From an optimization exercise on the open Yosys and OpenROAD flow, aimed at a short achievable clock period and few clock cycles per item; shortcuts taken in it are not production practice.
Where RTL was checked, it was by simulation tests only, not by an equivalence proof against the original.
Power and IR drop assume default switching activity.

// lc4_superscalar
module lc4_superscalar #(
   parameter lc4_pkg::word_t RESET_PC = 16'h8200
) (
   input  logic              gwe,
   input  logic              i_rst,
   output lc4_pkg::word_t    o_cur_pc,
   input  lc4_pkg::word_t    i_insn_a,
   input  lc4_pkg::word_t    i_insn_b,
   output logic              o_wb_we_a,
   output lc4_pkg::reg_sel_t o_wb_rd_a,
   output lc4_pkg::word_t    o_wb_data_a,
   output lc4_pkg::word_t    o_wb_pc_a,
   output logic              o_wb_we_b,
   output lc4_pkg::reg_sel_t o_wb_rd_b,
   output lc4_pkg::word_t    o_wb_data_b,
   output lc4_pkg::word_t    o_wb_pc_b
);
   lc4_pkg::word_t    pc;
   lc4_pkg::reg_sel_t rs_a, rt_a, rd_a, rs_b, rt_b, rd_b;
   logic              rs_re_a, rt_re_a, we_a, const_a, sub_a, logic_a, or_a;
   logic              rs_re_b, rt_re_b, we_b, const_b, sub_b, logic_b, or_b;
   lc4_pkg::word_t    imm_a, imm_b;
   logic              split;
   lc4_decoder dec_a_i (
      .i_insn (i_insn_a), .o_rs (rs_a), .o_rt (rt_a), .o_rd (rd_a),
  ...
For scale: about 2,100 cells after synthesis, about 330 flip-flops.
make LEC_CHECK=0 ABC_CLOCK_PERIOD_IN_PS=2000 CAP_MARGIN=20 CORE_MARGIN=2 CORE_UTILIZATION=40 SLEW_MARGIN=20 finish   # period 5.0 ns
run.sh (not shown) runs the stock make flow with config.mk's settings and CLKGATE_MAP_FILE= SYNTH_SCRIPT=/design/flow/synth_recipe.tcl, a recipe that flattens the netlist after the stock synthesis.
==> next run, changes <==
--- a/flow/config.mk
+++ b/flow/config.mk
@@ -11,0 +12 @@
+export SETUP_SLACK_MARGIN = 3.0
After rerunning:
- wire length is higher by 19%
- power is higher by 9.7%
- cell area is higher by 28%
- synthesized area does not change
- clock power is higher by about 1%
- synthesized cell count is unchanged
- worst setup slack improved by 1.1 ns
- count of clock-buffer cells in the layout is higher by 2
- cell count is higher by 12%
- sequential power is lower by 7.3%
No run of this note included a check of the RTL's function; only the layout flow was run.

== build 78 ==
Another version of the RTL of lc4_superscalar (not shown whole).
Size in the first run: roughly 5300 cells after synthesis, roughly 720 flip-flops, about 120 I/O pins, about 37000 µm² of cells after synthesis.
## lc4_superscalar
module lc4_superscalar #(
   parameter lc4_pkg::word_t RESET_PC = 16'h8200
) (
   input  logic              gwe,
   input  logic              i_rst,
   output lc4_pkg::word_t    o_cur_pc,
   input  lc4_pkg::word_t    i_insn_a,
   input  lc4_pkg::word_t    i_insn_b,
   output logic              o_wb_we_a,
   output lc4_pkg::reg_sel_t o_wb_rd_a,
   output lc4_pkg::word_t    o_wb_data_a,
   output lc4_pkg::word_t    o_wb_pc_a,
   output logic              o_wb_we_b,
   output lc4_pkg::reg_sel_t o_wb_rd_b,
   output lc4_pkg::word_t    o_wb_data_b,
   output lc4_pkg::word_t    o_wb_pc_b
);
export LEC_CHECK = 0
export ABC_AREA = 1
export ABC_CLOCK_PERIOD_IN_PS = 1800
export CAP_MARGIN = 20
export CORE_MARGIN = 2
export CORE_UTILIZATION = 40
export CTS_CLUSTER_DIAMETER = 160
export CTS_CLUSTER_SIZE = 20
export SETUP_SLACK_MARGIN = 3.2
export SLEW_MARGIN = 20
create_clock -name core_clock -period 5.0 [get_ports {gwe}]
Testbench counts of build 78, summed over its fixed seeds: cycles 7,176, insns 12,800.
The inputs of build 12 differ from those of build 78 as listed below.
- CTS_CLUSTER_SIZE: 20 -> unset
- CTS_CLUSTER_DIAMETER: 160 -> unset
Notes after the runs:
Comparing build 12 and build 78, the lower wire length is on build 78.
The clock latency at the later pin of the worst-skew pair in build 12 was higher than what build 78 gave.
Sort build 12 and build 78 by switching component of the power asc -> top: build 78
Changes observed in build 12 relative to build 78: global-route usage higher, met1 capacity usage during global routing higher, setup slack lower, final critical delay including setup and external delays higher.
The following lists how build 7 was set up differently from build 12:
- CORE_UTILIZATION now 45, was 40
Results
Side by side, synthesis-to-finish area growth turned out lower in build 7 than in build 12. Sort build 7 and build 12 by worst setup slack, descending, and build 7 comes first. Diff build 12 -> build 7: sequential power was more or less identical; clock edge transition at the registers on the reported setup and hold paths did not really move.

[separate check: timing with driven ports]
Ports are ideal in the flow. The routed layouts listed here were re-timed in OpenROAD. Step 1 sets driving cells, clkbuf_16 on the clock port and buf_2 on the other inputs (assumed; they add their load-dependent delay and slew). Step 2 times the ports against the registers' clock, not the clock port: input delays grow and output delays shrink by t, the midpoint of the rising clock arrivals with the driver on. Slacks: no drivers / after step 1 / after step 2; pairs: no drivers / after step 1.
| run | shift t [ns] | setup WS [ns] | worst hold slack (ns) | worst setup path after step 2 | clock arrival spread, ns |
|---|---|---|---|---|---|
| the first run of note 1 | 0.623 | 1.054 / 1.054 / 0.865 | 0.326 / 0.326 / 0.326 | input to register | 0.014 / 0.015 |
| the second run of note 1 | 0.626 | 2.108 / 2.108 / 1.870 | 0.325 / 0.325 / 0.325 | input to register | 0.038 / 0.038 |
| build 78 | 0.724 | 2.846 / 2.770 / 2.493 | 0.324 / 0.324 / 0.324 | input to register | 0.047 / 0.047 |
| build 12 | 0.752 | 2.831 / 2.756 / 2.453 | 0.321 / 0.321 / 0.321 | input to register | 0.039 / 0.038 |
| build 7 | 0.733 | 2.850 / 2.777 / 2.539 | 0.324 / 0.324 / 0.324 | input to register | 0.057 / 0.056 |
After both steps every run listed still meets setup and hold. The setup slack of build 12, which loses most, moves by -0.075 ns with the drivers and by -0.378 ns with both steps.
